Background: an optimization exercise with open tools, aiming at small area. Do not read the settings as production practice. In this exercise RTL edits were held to simulation tests only and were not proved equivalent to the original. Power is estimated from default activity; no workload was simulated.

==> design/flow/design.v <==
package npc_pkg;
   localparam logic [1:0] CTR_SNT = 2'b00;
   localparam logic [1:0] CTR_WNT = 2'b01;
   localparam logic [1:0] CTR_WT  = 2'b10;
   localparam logic [1:0] CTR_ST  = 2'b11;
   function automatic logic [1:0] ctr_next(input logic [1:0] ctr, input logic taken);
      if (taken) begin
         ctr_next = (ctr == CTR_ST) ? CTR_ST : ctr + 2'd1;
      end else begin
         ctr_next = (ctr == CTR_SNT) ? CTR_SNT : ctr - 2'd1;
      end
   endfunction
endpackage
module btb_bank (
   input  logic        clk,
   input  logic        reset,
   input  logic [29:0] lk_pc_i,       
   output logic        lk_taken_o,
   output logic [29:0] lk_target_o,   
   input  logic        upd_valid_i,
   input  logic [29:0] upd_pc_i,      
   input  logic        upd_taken_i,
   input  logic [29:0] upd_target_i   
);
   logic [15:0]       valid_q;
   logic [15:0][25:0] tag_q;
   logic [15:0][29:0] target_q;
   logic [15:0][1:0]  ctr_q;
   logic [3:0]  lk_idx;
   logic [25:0] lk_tag;
   logic [3:0]  upd_idx;
   logic [25:0] upd_tag;
   logic        upd_hit;
   logic [1:0]  upd_ctr;
   logic [1:0]  ctr_new;
   assign lk_idx  = lk_pc_i[3:0];
   assign lk_tag  = lk_pc_i[29:4];
   assign upd_idx = upd_pc_i[3:0];
   assign upd_tag = upd_pc_i[29:4];
   logic [15:0] lk_oh, upd_oh;
   logic [15:0][57:0] lk_rows;
   logic [15:0][28:0] upd_rows;
   logic [57:0] lk_row;
   logic [28:0] upd_row;
   logic [29:0] lk_tgt_r;
   logic [25:0] lk_tag_r, upd_tag_r;
   logic        lk_v_r, lk_c_r, upd_v_r;
   for (genvar i = 0; i < 16; i++) begin : g_rows
      assign lk_oh[i]    = (lk_idx == 4'(i));
      assign upd_oh[i]   = (upd_idx == 4'(i));
      assign lk_rows[i]  = {target_q[i], tag_q[i], valid_q[i], ctr_q[i][1]};
      assign upd_rows[i] = {tag_q[i], valid_q[i], ctr_q[i]};
   end
   btb_rd16 #(.W(58)) u_lk_rd (
      .sel_i  (lk_oh),
      .rows_i (lk_rows),
      .row_o  (lk_row)
   );
   btb_rd16 #(.W(29)) u_upd_rd (
      .sel_i  (upd_oh),
      .rows_i (upd_rows),
      .row_o  (upd_row)
   );
   assign {lk_tgt_r, lk_tag_r, lk_v_r, lk_c_r} = lk_row;
   assign {upd_tag_r, upd_v_r, upd_ctr}         = upd_row;
   assign lk_taken_o  = lk_v_r && (lk_tag_r == lk_tag) && lk_c_r;
   assign lk_target_o = lk_tgt_r;
   assign upd_hit = upd_v_r && (upd_tag_r == upd_tag);
   assign ctr_new = upd_hit ? npc_pkg::ctr_next(upd_ctr, upd_taken_i) : npc_pkg::CTR_WT;
   for (genvar i = 0; i < 16; i++) begin : g_entry
      logic sel, wr_tt, wr_ctr;
      assign sel    = upd_valid_i && (upd_idx == 4'(i));
      assign wr_tt  = sel && upd_taken_i;
      assign wr_ctr = sel && (upd_taken_i || upd_hit);
      always_ff @(posedge clk or posedge reset) begin
         if (reset) begin
            valid_q[i] <= 1'b0;
         end else if (wr_tt) begin
            valid_q[i] <= 1'b1;
         end
      end
      always_ff @(posedge clk) begin
         if (wr_tt) begin
            tag_q[i]    <= upd_tag;
            target_q[i] <= upd_target_i;
         end
         if (wr_ctr) begin
            ctr_q[i] <= ctr_new;
         end
      end
   end
endmodule
module btb_rd16
#(
   parameter int unsigned W = 1
) (
   input  logic [15:0]         sel_i,
   input  logic [15:0][W-1:0]  rows_i,
   output logic [W-1:0]        row_o
);
   for (genvar b = 0; b < W; b++) begin : g_bit
      logic [5:0] part_n;
      for (genvar g = 0; g < 5; g++) begin : g_grp
         btb_sel3 u_sel (
            .sel_i  (sel_i[3*g+2:3*g]),
            .data_i ({rows_i[3*g+2][b], rows_i[3*g+1][b], rows_i[3*g][b]}),
            .none_o (part_n[g])
         );
      end
      assign part_n[5] = ~(sel_i[15] & rows_i[15][b]);
      assign row_o[b]  = ~&part_n;
   end
endmodule
module btb_sel3 (
   input  logic [2:0] sel_i,
   input  logic [2:0] data_i,
   output logic       none_o
);
   assign none_o = ~|(sel_i & data_i);
endmodule
module npc_bpred
#(
   parameter int unsigned     PC_W      = 32,
   parameter int unsigned     BTB_DEPTH = 16,
   parameter logic [PC_W-1:0] RESET_PC  = 32'h0000_3000
) (
   input  logic            clk,
   input  logic            reset,
   input  logic            stall_i,
   input  logic            redirect_i,
   input  logic [PC_W-1:0] redirect_pc_i,
   input  logic            upd_valid_i,
   input  logic [PC_W-1:0] upd_pc_i,
   input  logic            upd_taken_i,
   input  logic [PC_W-1:0] upd_target_i,
   output logic [PC_W-1:0] pc_o,
   output logic [PC_W-1:0] pc_plus4_o,
   output logic            pred_taken_o,
   output logic [PC_W-1:0] pred_target_o
);
   logic [29:0] pc_q;
   logic [29:0] pc_d;
   logic [29:0] pc_inc;
   logic [29:0] pred_w;
   logic [29:0] btb_target;
   logic        btb_taken;
   btb_bank u_btb (
      .clk          (clk),
      .reset        (reset),
      .lk_pc_i      (pc_q),
      .lk_taken_o   (btb_taken),
      .lk_target_o  (btb_target),
      .upd_valid_i  (upd_valid_i),
      .upd_pc_i     (upd_pc_i[31:2]),
      .upd_taken_i  (upd_taken_i),
      .upd_target_i (upd_target_i[31:2])
   );
   assign pc_inc        = pc_q + 30'd1;
   assign pred_w        = btb_taken ? btb_target : pc_inc;
   assign pc_o          = {pc_q, 2'b00};
   assign pc_plus4_o    = {pc_inc, 2'b00};
   assign pred_taken_o  = btb_taken;
   assign pred_target_o = {pred_w, 2'b00};
   always_comb begin
      pc_d = pred_w;
      if (redirect_i) begin
         pc_d = redirect_pc_i[31:2];
      end else if (stall_i) begin
         pc_d = pc_q;
      end
   end
   always_ff @(posedge clk or posedge reset) begin
      if (reset) begin
         pc_q <= RESET_PC[31:2];
      end else begin
         pc_q <= pc_d;
      end
   end
endmodule
==> design/flow/flow/run.sh <==
#!/bin/bash
# Standard layout with two changes:
#  - ABC maps the logic with an area-oriented script (flow/area.script) instead of the
#    speed script; flip-flop mapping (dfflibmap) is untouched, so registers are the same.
#  - ports are buffered with buf_1 instead of the default port buffer.
#  - the btb_sel3 read-select modules are kept apart during mapping (see below).
#  - clock tree built from clkbuf_8, 15 sinks per cluster, without dummy loads.
set -euo pipefail
W=$(pwd)
{
  echo "proc abc {args} {"
  echo "  set i [lsearch -exact \$args -script]"
  echo "  set args [lreplace \$args \$i [expr {\$i + 1}] -script $W/flow/area.script]"
  echo "  set j [lsearch -exact \$args -D]"
  echo "  if {\$j >= 0} { set args [lreplace \$args \$j [expr {\$j + 1}]] }"
  echo "  yosys abc {*}\$args"
  echo "}"
  cat synth_recipe.tcl
} > synth_recipe_area.tcl
sed "s#SYNTH_SCRIPT=[^ ]*#SYNTH_SCRIPT=$W/synth_recipe_area.tcl#" standard.sh > standard_area.sh
# Keep the three-term read selects as separate modules through mapping, so each maps
# to one AND-OR-invert cell; synth_recipe.tcl flattens them before writing the netlist.
export SYNTH_KEEP_MODULES="btb_sel3"
export BUFFER_PORTS_ARGS="-buffer_cell sky130_fd_sc_hd__buf_1"
# Clock tree from small clock buffers, without dummy loads.
export CTS_ARGS="-sink_clustering_enable -repair_clock_nets -dont_use_dummy_load -buf_list {sky130_fd_sc_hd__clkbuf_8} -root_buf sky130_fd_sc_hd__clkbuf_8 -sink_clustering_size 15 -sink_clustering_max_diameter 60"
bash standard_area.sh > standard.log 2>&1
==> design/flow/flow/area.script <==
&get -n
&st
&dch -f
&nf -a -R 1000
&st
&dch -f
&nf -a -R 1000
&put
==> design/flow/standard.sh <==
#!/bin/bash
# synth_recipe.tcl (not shown) runs the flow's synth.tcl, then flattens the netlist and writes it again
# the make line also repeats each setting of config.mk as NAME=value (left out here)
make -C /OpenROAD-flow-scripts/flow DESIGN_CONFIG=/design/flow/config.mk WORK_HOME=/design/flow/orfs CLKGATE_MAP_FILE= SYNTH_SCRIPT=/design/flow/synth_recipe.tcl "${@:-finish}"
==> design/flow/config.mk <==
export PLATFORM = sky130hd
export DESIGN_NAME = npc_bpred
export DESIGN_NICKNAME = npc_bpred
export VERILOG_FILES = /design/flow/design.v
export SDC_FILE = /design/flow/constraint.sdc
export NUM_CORES = 4
export LEC_CHECK = 0
export CAP_MARGIN = 20
export CORE_MARGIN = 2
export CORE_UTILIZATION = 45
export SLEW_MARGIN = 20
==> design/flow/constraint.sdc <==
create_clock -name core_clock -period 7.0 [get_ports {clk}]
set_input_delay 1.4000 -clock core_clock [delete_from_list [all_inputs] [get_ports {clk}]]
set_output_delay 1.4000 -clock core_clock [all_outputs]
set_load 0.01 [all_outputs]
==> summary.md, run 1 <==
| Metric | Value |
|---|---|
| Status | `no timing/DRC/antenna violations` |
| Post-Layout Inst Area | `roughly 0.042 mm2` |
| Min Tclk post-route | `6.84 ns` |
| Top-area cell type share of the netlist area | `0.744` |
| Hold Crit Class | `reg2reg` |
| Sequential Power Share | `0.616` |
| Most used DFF post-synth | `edfxtp_1` |
| Syn-to-layout area delta | `11.5%` |
| Clock skew | `between 0.1 and 0.15 ns` |
| Crit-path cells | `clkinv_1, ha_1, and2_4, buf_4, buf_4, a222oi_1, nand2_1, a211oi_1, nor2_1, a21oi_1, nand3_1, a2111oi_0, nand4_1, nor4_1, buf_4, buf_1` |
| Clock Sinks | `~970` |
| Main area contributors after synthesis | `edfxtp_1 (74%), a222oi_1 (12%), dfrtp_1 (2.9%), nand2_1 (1.5%), and3_1 (1.4%)` |
| Synth warn | `2` |
| Die H | `around 290 um` |
| P_sw | `~2800 uW` |
| Detailed-route DRC error count | `0` |
| Rows | `between 100 and 150` |
| Fraction of final layout cells sized beyond drive strength 1 | `0.102` |
| Fin. max-slew vios | `0` |
| Fin Setup TNS | `0 ns` |
| Setup Viol. Count Final | `0` |
| R2R depth | `15` |
| Initial DRC count | `around 6,300` |
| Gr usage total | `0.291` |
| Reg2reg end | `pc_q[16]` |
| Nets | `2,590` |
| Cts bufs inserted | `80` |
| Routability cong. | `~0.94` |
| Pwr dens | `about 260 mW/mm2` |
| WL/cell | `35.9 um` |
| Max VDD drop | `159 uV` |
| WL met1 | `48,500 um` |
| First-pass GRT wire length | `between 150,000 and 200,000 um` |
| Yosys cell types | `between 40 and 50` |
| Comb pwr share | `0.125` |
| CP Capture Type | `output pin` |
| Top cell family by delay on the critical path | `compound AO/OA/AOI/OAI gates` |
| Met2 wire length | `around 58,000 um` |
| Dpl cells | `roughly 3,500` |
| Relative slew slack | `0.198` |
| EDFF count, synth | `~930` |
| Port Buffers | `between 150 and 200` |
| Least-Margin Pin Slew | `roughly 1.2 ns` |
| Buffers and inverters on the worst path | `5` |
| Crit path to | `pred_taken_o` |
| HPWL after DPL | `between 70,000 and 80,000 um` |
| Total grt overflow | `0` |
| Instance count on the critical path | `16` |
| Final period utilization | `0.977` |
| Die footprint | `about 0.086 mm2` |
| FF-to-FF Start | `pc_q[1]` |
| Power Internal | `7920 uW` |
| Pre-antenna DRT Iters | `14` |
| Final hold slack | `just over 0.5 ns` |
| Routed Antenna Nets | `0` |
| Drt via density | `7.28` |
| Asr flop ratio synth | `0.0472` |
| Sw Ratio | `0.260` |
| Largest net degree at the start of global routing | `50` |
| Netlist Area Pre-Place | `about 0.037 mm2` |
| Vias in the first global route | `approximately 25,000` |
| Crit path kind | `reg2out` |
| Clk latency of the worst-skew pair | `between 0.7 and 0.8 ns` |
| Max-capacitance violation count | `0` |
| Worst-path clk slew | `0.09 ns` |
| Register area share after synthesis | `0.775` |
| CTS H-tree depth | `3` |
| Final design utilization | `0.508` |
| Via Count | `between 20,000 and 30,000` |
| Clock root buffer | `clkbuf_8` |
| Startpoint types | `register` |
| Die width | `293 um` |
| Initial antenna violation count | `6` |
| Part of the power in the clock network | `0.259` |
| Post-CTS setup buffers | `0` |
| Most used cell, CP | `buf_4` |
| CP max stage delay | `0.64 ns` |
| Fmax | `between 100 and 150 MHz` |
| Total wire length | `about 130,000 um` |
| IO Pins | `about 200` |
| Wire length on met3 | `16,500 um` |
| CTS tree | `built` |
| Final non-filler cell total | `about 3,600` |
| Critical path arrival | `between 5 and 6 ns` |
| CP max FO | `13` |
| Static Leak | `0.0129 uW` |
| Cell count after synthesis | `2,109` |
| Critical path's slowest cell | `a211oi_1` |
| Yosys top cell by area | `edfxtp_1` |
| RSZ-0062 raised after global routing | `false` |
| Worst Setup SP | `pc_q[1]` |
| Hold path start | `u_btb.valid_q[1]` |
| #FFs+latches synth | `974` |
| Avg Cell Area, Syn | `17.8 um2` |
| Core ar. | `about 0.082 mm2` |
| DR top layer | `met5` |
| Critical Path RT | `5.60 ns` |
| Post-Place Cell Area | `about 0.041 mm2` |
| Starting Density | `0.455` |
| R2r setup slk | `around 1.8 ns` |
| Hold Vio Cnt, Final | `0` |
| Max Buffers Root-to-Sink | `3` |
-- through the flow --
| step | worst slack, ns | power [uW] |
|---|---|---|
| after floorplan | 0.288 | 7290 |
| after global placement | 0.605 | 7970 |
| after detailed placement | 0.520 | 7990 |
| after CTS | 0.0241 | 10700 |
| after global routing | 0.0189 | 11000 |
| final | 0.162 | 10700 |
-- repair_timing --
action,CTS,global route
hold buffers,0,0
pin swaps,0,2
setup endpoints to repair,30,31
hold endpoints to repair,0,0
gates resized for setup,3,18
-- cells in the mapped netlist (2+ instances only) --
cell,n
o21ai_0,8
nor2_1,34
and3_1,81
nand3_1,88
nor4b_1,2
dfrtp_1,44
a21oi_1,58
ha_1,4
o2111ai_1,4
a222oi_1,443
nor3_1,11
buf_4,6
nand2_1,153
dfstp_2,2
clkinv_1,14
nand2b_1,4
nor2b_1,4
and4_1,4
xor2_1,24
a2111oi_0,3
a211oi_1,28
or2_0,17
nand4_1,51
a221oi_1,4
nor4_1,8
edfxtp_1,928
o22ai_1,5
and2_0,14
xnor2_1,22
mux2_1,28
-- power by group through the flow --
| stage | Clock [uW] | Combinational, uW | Sequential, uW |
|---|---|---|---|
| after floorplan | 0 | 616 | 6680 |
| after CTS | 2810 | 1290 | 6580 |
| after global routing | 3000 | 1400 | 6590 |
| after global placement | 0 | 1270 | 6700 |
| after detailed placement | 0 | 1280 | 6710 |
| final | 2770 | 1340 | 6580 |
-- final cells by class --
cell class | count | area [um2]
Fill cell | 6800 | 40500
Sequential cell | 974 | 29000
Multi-Input combinational cell | 1120 | 8650
Timing Repair Buffer | 294 | 1590
Tap cell | 1070 | 1340
Clock buffer | 80 | 1100
Inverter | 14 | 53.8
Antenna cell | 3 | 7.51
-- modules after synthesis (local to each module, per instance) --
module     cell area [um2]  flops+latches  times used
npc_bpred            33100            974           1
btb_sel3              10.0              0         435
-- state kept, by name, summed over array words and instances (netlist names) --
signal / count
u_btb.ctr_q: 32
u_btb.target_q: 480
u_btb.tag_q: 416
u_btb.valid_q: 16
pc_q: 30
-- cell usage in the layout, fill, tap and decap left out, types with 10 or more instances in the layout --
cell / netlist / layout
edfxtp_1: 928 / 928
a222oi_1: 443 / 443
buf_1: 0 / 186
nand2_1: 153 / 153
buf_4: 6 / 100
nand3_1: 88 / 88
clkbuf_8: 0 / 80
and3_1: 81 / 61
a21oi_1: 58 / 58
nand4_1: 51 / 51
dfrtp_1: 44 / 42
mux2_1: 28 / 28
nor2_1: 34 / 24
xor2_1: 24 / 24
xnor2_1: 22 / 22
a211oi_1: 28 / 20
and3_4: 0 / 17
or2_0: 17 / 17
clkinv_1: 14 / 13
and2_4: 0 / 10
-- cell families (layout without fill, tap and decap cells) --
family	after synthesis	after routing	synth area share
multiplexers	29	29	0.00868
buffers and inverters	20	388	0.00261
flip-flops	974	974	0.775
adder cells (fa/ha/maj)	4	4	0.00134
AO/OA/AOI/OAI	562	562	0.138
AND/OR/NAND/NOR	473	473	0.0637
other	1	9	0.000100
XOR/XNOR	46	46	0.0108
-- per-layer routing --
metal  global-route usage  vias to the layer above
met2                0.454                     2130
met1                0.414                    13100
met5                    0                        -
met3               0.0528                      295
li1                     -                    10300
met4                0.101                        4
-- worst min-delay path by stage --
stage,cells after the start,to,slack [ns]
after floorplan,1,u_btb.valid_q[0],0.46
after global placement,1,u_btb.valid_q[6],0.48
after detailed placement,1,u_btb.valid_q[6],0.49
after CTS,1,u_btb.valid_q[6],0.51
after global routing,1,u_btb.valid_q[6],0.53
final,1,u_btb.valid_q[1],0.52
==> run 2: changes to the inputs <==
--- a/design/flow/flow/run.sh
+++ b/design/flow/flow/run.sh
@@ -1,4 +1,4 @@
 #!/bin/bash
-# Standard layout with two changes:
+# Standard layout with these changes:
 #  - ABC maps the logic with an area-oriented script (flow/area.script) instead of the
 #    speed script; flip-flop mapping (dfflibmap) is untouched, so registers are the same.
==> run 2 against run 1 <==
First-iteration DRC count stayed put. Count of clock-buffer cells in the layout is the same. Still clean. Highest routed layer unchanged. Hold slack stayed put. Critical path depth unchanged. Sequential cell count is the same.
==> summary.md, run 2 <==
| Metric | Value |
|---|---|
| Status | `no timing/DRC/antenna violations` |
| Post-Layout Inst Area | `roughly 0.042 mm2` |
| Initial antenna violation count | `6` |
| IO Pins | `about 200` |
| Sw Ratio | `0.260` |
| Die width | `a little under 300 um` |
| CTS Hold Bufs | `0` |
| First-pass GRT wire length | `about 180,000 um` |
| Syn-to-layout area delta | `11.5%` |
| Power Internal | `approximately 8000 uW` |
| Drt via density | `between 7 and 8` |
| Clock Sinks | `between 900 and 1,000` |
| Most used DFF post-synth | `edfxtp_1` |
| Pwr Total | `~11,000 uW` |
| Netlist Area Pre-Place | `0.0375 mm2` |
| Max Buffers Root-to-Sink | `3` |
| Sequential Power Share | `0.616` |
| Most common cell after layout, fill and taps aside | `edfxtp_1` |
| Critical path's slowest cell | `a211oi_1` |
| Die H | `approximately 290 um` |
| Pwr dens | `about 260 mW/mm2` |
| Main area contributors after synthesis | `edfxtp_1 (74%), a222oi_1 (12%), dfrtp_1 (2.9%), nand2_1 (1.5%), and3_1 (1.4%)` |
| Routability cong. | `around 0.94` |
| Post-CTS setup buffers | `0` |
| HPWL after DPL | `about 75,000 um` |
| Top reg by flops | `u_btb.target_q` |
| Port Buffers | `roughly 190` |
| CP Capture Type | `output pin` |
| Commonest non-fill, non-tap cells in the layout | `edfxtp_1 (928), a222oi_1 (443), buf_1 (186)` |
| Least-Margin Pin Slew | `1.20 ns` |
| Crit-path cells | `clkinv_1, ha_1, and2_4, buf_4, buf_4, a222oi_1, nand2_1, a211oi_1, nor2_1, a21oi_1, nand3_1, a2111oi_0, nand4_1, nor4_1, buf_4, buf_1` |
| CTS tree | `built` |
| Part of the power in the clock network | `0.259` |
| Static Leak | `around 0.013 uW` |
| Crit path kind | `reg2out` |
| Starting Density | `0.455` |
| CTS H-tree depth | `3` |
| WL/cell | `35.9 um` |
| Startpoint types | `register` |
| Post-Place Cell Area | `0.0406 mm2` |
| Min Tclk post-route | `~6.8 ns` |
| RSZ-0062 raised after global routing | `false` |
| Comb pwr share | `0.125` |
| Register area share after synthesis | `0.775` |
| Clock skew | `about 0.11 ns` |
| Cts bufs inserted | `80` |
| Vias in the first global route | `approximately 25,000` |
| Fin Setup TNS | `0 ns` |
| Die footprint | `0.0856 mm2` |
| Commonest cells in the netlist | `edfxtp_1 (928), a222oi_1 (443), nand2_1 (153)` |
| P_sw | `between 2000 and 3000 uW` |
| Total wire length | `128,000 um` |
| Largest net degree at the start of global routing | `50` |
| Fmax | `146 MHz` |
| Hold Vio Cnt, Final | `0` |
| Number of flip-flops in the largest register | `480` |
| Routed Antenna Nets | `0` |
| Detailed-route DRC error count | `0` |
| Buffers and inverters on the worst path | `5` |
| Avg Cell Area, Syn | `between 15 and 20 um2` |
| Max VDD drop | `between 150 and 200 uV` |
| Clock root buffer | `clkbuf_8` |
| Fin. max-slew vios | `0` |
| Core ar. | `between 0.08 and 0.09 mm2` |
| Count leader, synth | `edfxtp_1` |
| Max-capacitance violation count | `0` |
| Gr usage total | `0.291` |
| Total grt overflow | `0` |
| #FFs+latches synth | `around 970` |
| Asr flop ratio synth | `0.0472` |
| Nets | `around 2,600` |
| Final setup margin | `0.162 ns` |
| Final period utilization | `0.977` |
| Clk latency of the worst-skew pair | `between 0.7 and 0.8 ns` |
| Worst-path clk slew | `0.09 ns` |
| Final hold slack | `0.519 ns` |
| Top-area cell type share of the netlist area | `0.744` |
| Critical Path RT | `around 5.6 ns` |
| Fraction of final layout cells sized beyond drive strength 1 | `0.102` |
| Top cell family by delay on the critical path | `compound AO/OA/AOI/OAI gates` |
| Rows | `about 110` |
| Relative slew slack | `0.198` |
| Pre-CTS setup slack | `about 0.52 ns` |
| Pre-antenna DRT Iters | `14` |
| Biggest regs | `u_btb.target_q x480, u_btb.tag_q x416, u_btb.ctr_q x32` |
| Via Count | `25,900` |
| Hold Crit Class | `reg2reg` |
| Yosys cell types | `43` |
| Critical path arrival | `5.44 ns` |
| Synth warn | `2` |
| Cell count after synthesis | `between 2,000 and 2,500` |
| EDFF count, synth | `slightly above 900` |
| CP max stage delay | `approximately 0.64 ns` |
| CP max FO | `13` |
| Yosys top cell by area | `edfxtp_1` |
| Setup Viol. Count Final | `0` |
| Initial DRC count | `around 6,300` |
| Most used cell, CP | `buf_4` |
## run 2: cell counts after synthesis
No cell type changed its count.
## run 2: area by class of cell
class                   instances  area [um2]
fillers                      6800       40500
flip-flops and latches        974       29000
multi-input cells            1120        8650
repair buffers                294        1590
well taps                    1070        1340
clock buffers                  80        1100
inverters                      14        53.8
diodes                          3        7.51
## run 2: per-stage QoR
| stage | util | cells |
|---|---|---|
| after CTS | 0.507 | 3552 |
| after global routing | 0.508 | 3554 |
| after detailed placement | 0.494 | 3472 |
| after global placement | 0.493 | 3471 |
| after floorplan | - | 2114 |
| final | 0.508 | 3555 |
## run 2: path summary, 6_finish.rpt
kind	start	slack, ns	depth (start not counted)	end
max reg2reg	pc_q[1]	1.80	15	pc_q[16]
max in group asynchronous	reset	5.57	2	pc_q[0]
min	u_btb.valid_q[1]	0.52	1	u_btb.valid_q[1]
max	pc_q[1]	0.16	16	pred_taken_o
min reg2reg	u_btb.valid_q[1]	0.52	1	u_btb.valid_q[1]
min in group asynchronous	reset	0.81	2	pc_q[23]
## run 2: per-module statistics from Yosys (local to each module, per instance)
module / area, um2 / flops+latches / cells inside
npc_bpred: 33100 / 974 / 1674
btb_sel3: 10.0 / 0 / 1
## run 2: cell families after synthesis
kind of cell | synth area share
adder cells (fa/ha/maj) | 0.00134
other | 0.000100
buffers and inverters | 0.00261
AO/OA/AOI/OAI | 0.138
XOR/XNOR | 0.0108
AND/OR/NAND/NOR | 0.0637
multiplexers | 0.00868
flip-flops | 0.775
## run 2: power groups by stage
| stage | combinational, uW | sequential [uW] | clock [uW] |
|---|---|---|---|
| 2_1_floorplan | 616 | 6680 | 0 |
| 3_3_place_gp | 1270 | 6700 | 0 |
| 3_5_place_dp | 1280 | 6710 | 0 |
| 4_1_cts | 1290 | 6580 | 2810 |
| 5_1_grt | 1400 | 6590 | 3000 |
| 6_report | 1340 | 6580 | 2770 |
## run 2: what timing repair did
action	4_1_cts	5_1_grt
endpoints found under the setup margin	30	31
resized for setup	3	18
pin swaps	0	2
## run 2: per-layer routing
layer / wire [um] / GRT usage
met1: 48500 / 0.414
met2: 58100 / 0.454
met3: 16500 / 0.0528
met4: 4440 / 0.101
met5: 25 / 0
==> run 3: changes to the inputs <==
==> design/flow/flow/area.script (replaced) <==
strash
dch -f
&get -n
&nf -a -R 1000
&put
strash
dch -f
&get -n
&nf -a -R 1000
&put
==> run 3 against run 2 <==
Maximum frequency is 1.7% higher. First-iteration DRC count is 7.4% lower. Critical path type unchanged. Still clean on timing, DRC and antenna. Count of clock-buffer cells in the layout unchanged. Cell area down 0.64%. Sequential power about the same. Die area is 0.72% lower. Sequential share of layout area is 0.45 points higher. Critical path depth is 2 lower. Clock skew fell by 0.054 ns. Utilization down 0.17 points.
==> summary.md, run 3 <==
| Metric | Value |
|---|---|
| Fillcell total | `6,847` |
| Adder-cell share of the synthesized area | `0.00135` |
| Yosys top cell by area | `edfxtp_1` |
| Final hold slack | `a little over 0.5 ns` |
| Netlist Area Pre-Place | `around 0.037 mm2` |
| Status | `no timing/DRC/antenna violations` |
| Routability cong. | `0.912` |
| Die width | `291 um` |
| Max VDD drop | `142 uV` |
| Fmax | `around 150 MHz` |
| Avg Cell Area, Syn | `around 18 um2` |
| Synth Area in Compound Gates | `0.149` |
| Commonest cells in the netlist | `edfxtp_1 (928), a222oi_1 (450), nand2_1 (123)` |
| Most used DFF post-synth | `edfxtp_1` |
| Core ar. | `0.0820 mm2` |
| Routed Antenna Nets | `0` |
| Register area share after synthesis | `0.780` |
| Cell count after synthesis | `between 2,000 and 2,500` |
| Via Count | `25,600` |
| Starting Density | `0.454` |
| Die footprint | `0.0850 mm2` |
| Nets | `roughly 2,600` |
| Dpl cells | `approximately 3,500` |
| Largest family of logic cells by synthesized area | `compound AO/OA/AOI/OAI gates` |
| Clock Sinks | `approximately 970` |
| Least-Margin Pin Slew | `a little over 1 ns` |
| Static Leak | `roughly 0.013 uW` |
| XOR/XNOR Fraction of Synth Area | `0.00919` |
| CP Capture Type | `output pin` |
| Pre-antenna DRT Iters | `12` |
| Final period utilization | `0.960` |
| Setup Viol. Count Final | `0` |
| Yosys cell types | `37` |
| Synth warn | `2` |
| Initial antenna violation count | `10` |
| CTS tree | `built` |
| Pre-CTS setup slack | `between 0.7 and 0.8 ns` |
| Fin. max-slew vios | `0` |
| Post-synthesis simple-gate area fraction | `0.0563` |
| Number of flip-flops in the largest register | `480` |
| Max Buffers Root-to-Sink | `3` |
| EDFF count, synth | `around 930` |
| Detailed-route DRC error count | `0` |
| Relative slew slack | `0.314` |
| Clk latency of the worst-skew pair | `0.72 ns` |
| Worst Setup SP | `pc_q[0]` |
| Biggest regs | `u_btb.target_q x480, u_btb.tag_q x416, u_btb.ctr_q x32` |
| Final non-filler cell total | `roughly 3,500` |
| Asr flop ratio synth | `0.0472` |
| Hold path start | `u_btb.valid_q[7]` |
| RSZ-0062 raised after global routing | `false` |
| Hold Vio Cnt, Final | `0` |
| Gr usage total | `0.291` |
| Count leader, synth | `edfxtp_1` |
| Most common cell after layout, fill and taps aside | `edfxtp_1` |
| Main area contributors after synthesis | `edfxtp_1 (75%), a222oi_1 (12%), dfrtp_1 (3.0%), nand3_1 (1.4%), nand2_1 (1.2%)` |
| WL/cell | `35.7 um` |
| Min Tclk post-route | `6.72 ns` |
| CTS Hold Bufs | `0` |
| Critical Path RT | `5.60 ns` |
| Final setup margin | `0.277 ns` |
| First-pass GRT wire length | `about 180,000 um` |
| Rows | `approximately 110` |
| Clock skew | `around 0.058 ns` |
| Cts bufs inserted | `80` |
| Fraction of final layout cells sized beyond drive strength 1 | `0.103` |
| HPWL after DPL | `roughly 75,000 um` |
| Sw Ratio | `0.255` |
| Vias in the first global route | `approximately 25,000` |
| IO Pins | `about 200` |
| Part of the power in the clock network | `0.261` |
| Clock root buffer | `clkbuf_8` |
| CP max FO | `60` |
| Die H | `approximately 300 um` |
| P_sw | `between 2000 and 3000 uW` |
| Post-CTS setup buffers | `0` |
| Comb pwr share | `0.115` |
| Critical path arrival | `approximately 5.3 ns` |
| Total grt overflow | `0` |
| Power Internal | `7870 uW` |
| Sequential Power Share | `0.624` |
| Syn-to-layout area delta | `11.6%` |
| Startpoint types | `register` |
| Drt via density | `7.23` |
| Commonest non-fill, non-tap cells in the layout | `edfxtp_1 (928), a222oi_1 (450), buf_1 (185)` |
| Port Buffers | `~190` |
| Top-area cell type share of the netlist area | `0.749` |
| Mux share of post-synthesis cell area | `0.000269` |
| Crit path kind | `reg2out` |
| Initial DRC count | `5,809` |
| Total wire length | `roughly 130,000 um` |
| CTS H-tree depth | `3` |
| Pwr dens | `254 mW/mm2` |
| Largest net degree at the start of global routing | `slightly above 60` |
| FF-to-FF Start | `pc_q[0]` |
| Max-capacitance violation count | `0` |
| Worst-path clk slew | `around 0.090 ns` |
| Hold Crit Class | `reg2reg` |
| Top reg by flops | `u_btb.target_q` |
| #FFs+latches synth | `between 900 and 1,000` |
| Fin Setup TNS | `0 ns` |
[run 3: changes by cell type after synthesis, moves of 15 or more]
cell	change
a211oi_1	+27
a21oi_1	+15
mux2_1	-28
nand2_1	-30
nand3_1	+17
nand4_1	-37
nor2_1	+30
[run 3: worst paths after layout]
kind | to | slack, ns | cells after the start
max | pred_target_o[31] | 0.28 | 14
min | u_btb.valid_q[7] | 0.52 | 1
max reg2reg | pc_q[16] | 2.04 | 14
min reg2reg | u_btb.valid_q[7] | 0.52 | 1
max in group asynchronous | pc_q[0] | 5.55 | 2
min in group asynchronous | pc_q[3] | 0.86 | 2
[run 3: critical path, cell delays in order (launching register included)]
cell	delay (ns)
dfrtp_2	0.49
clkinv_1	0.17
ha_1	0.27
and2_4	0.32
a222oi_1	0.43
nand3_1	0.18
a211oi_1	0.61
o22ai_1	0.15
a2111oi_0	0.45
nand4_1	0.24
nor4_4	0.39
buf_12	0.30
nor2_1	0.07
a21oi_1	0.28
buf_1	0.19
[run 3: timing repair]
item                                    in CTS  in global routing
gates cloned                                 0                  0
resized for setup                            1                  6
endpoints found under the setup margin       3                 30
[run 3: kinds of logic (layout without fill, tap and decap cells)]
group / after synthesis / count (layout)
AOI/OAI and AO/OA: 613 / 613
xor gates and xnor gates: 39 / 39
adders and majority gates: 4 / 4
buffers and inverters: 29 / 401
DFF: 974 / 974
muxes: 1 / 1
other: 1 / 12
and+or+nand+nor: 432 / 432
[run 3: through the flow]
step           instance area [um2]  power (uW)  utilization
3_3_place_gp                 40400        7870        0.492
4_1_cts                      41500       10600        0.506
5_1_grt                      41500       10900        0.506
2_1_floorplan                37200        7260            -
3_5_place_dp                 40400        7900        0.492
6_report                     41500       10600        0.506
[run 3: cell type report]
class	count	area (um2)	area share
sequential	974	29000	0.699
inverter	23	87.6	0.00211
tap	1070	1340	0.0323
clock buffer	80	1100	0.0265
timing repair buffer	298	1620	0.0389
multi-input combinational	1095	8320	0.200
antenna	6	15.0	0.000362
[run 3: metal layers]
metal	track usage	wire length, um
met1	0.404	47300
met2	0.455	57600
met3	0.0553	16400
met4	0.117	5290
met5	0	68
[run 3: power by group through the flow]
stage,registers (uW),logic [uW],clock network (uW)
3_5_place_dp,6710,1190,0
3_3_place_gp,6700,1170,0
4_1_cts,6580,1190,2790
2_1_floorplan,6670,584,0
5_1_grt,6590,1280,3000
6_report,6590,1210,2760
[run 3: per-module statistics from Yosys (local to each module, per instance)]
module	cell area [um2]	times used	flip-flops and latches
npc_bpred	32800	1	974
btb_sel3	10.0	435	0

## afterwards: timing with drivers on the ports
Ports are ideal in the flow. The routed layouts listed here were re-timed in OpenROAD. Step 1, drivers: a clkbuf_16 drives clk and a buf_2 each remaining input, both assumed. Step 2 moves the port delays by t, midway between the first and last clock arrival at a register: inputs arrive t later, outputs are due t later. That takes back most of the time a late clock gives input paths. Three values: ideal ports, drivers, drivers and shift; two values: the first two.
| run | t, ns | setup WS [ns] | worst hold slack (ns) | worst setup path after step 2 | clock arrival spread, ns |
|---|---|---|---|---|---|
| run 1 | 0.734 | 0.162 / 0.100 / 0.834 | 0.519 / 0.519 / 0.519 | register to output | 0.115 / 0.116 |
| run 2 | 0.734 | 0.162 / 0.100 / 0.834 | 0.519 / 0.519 / 0.519 | register to output | 0.115 / 0.116 |
| run 3 | 0.746 | 0.277 / 0.209 / 0.810 | 0.516 / 0.516 / 0.516 | input to register | 0.084 / 0.083 |
After both steps every run listed still meets setup and hold.
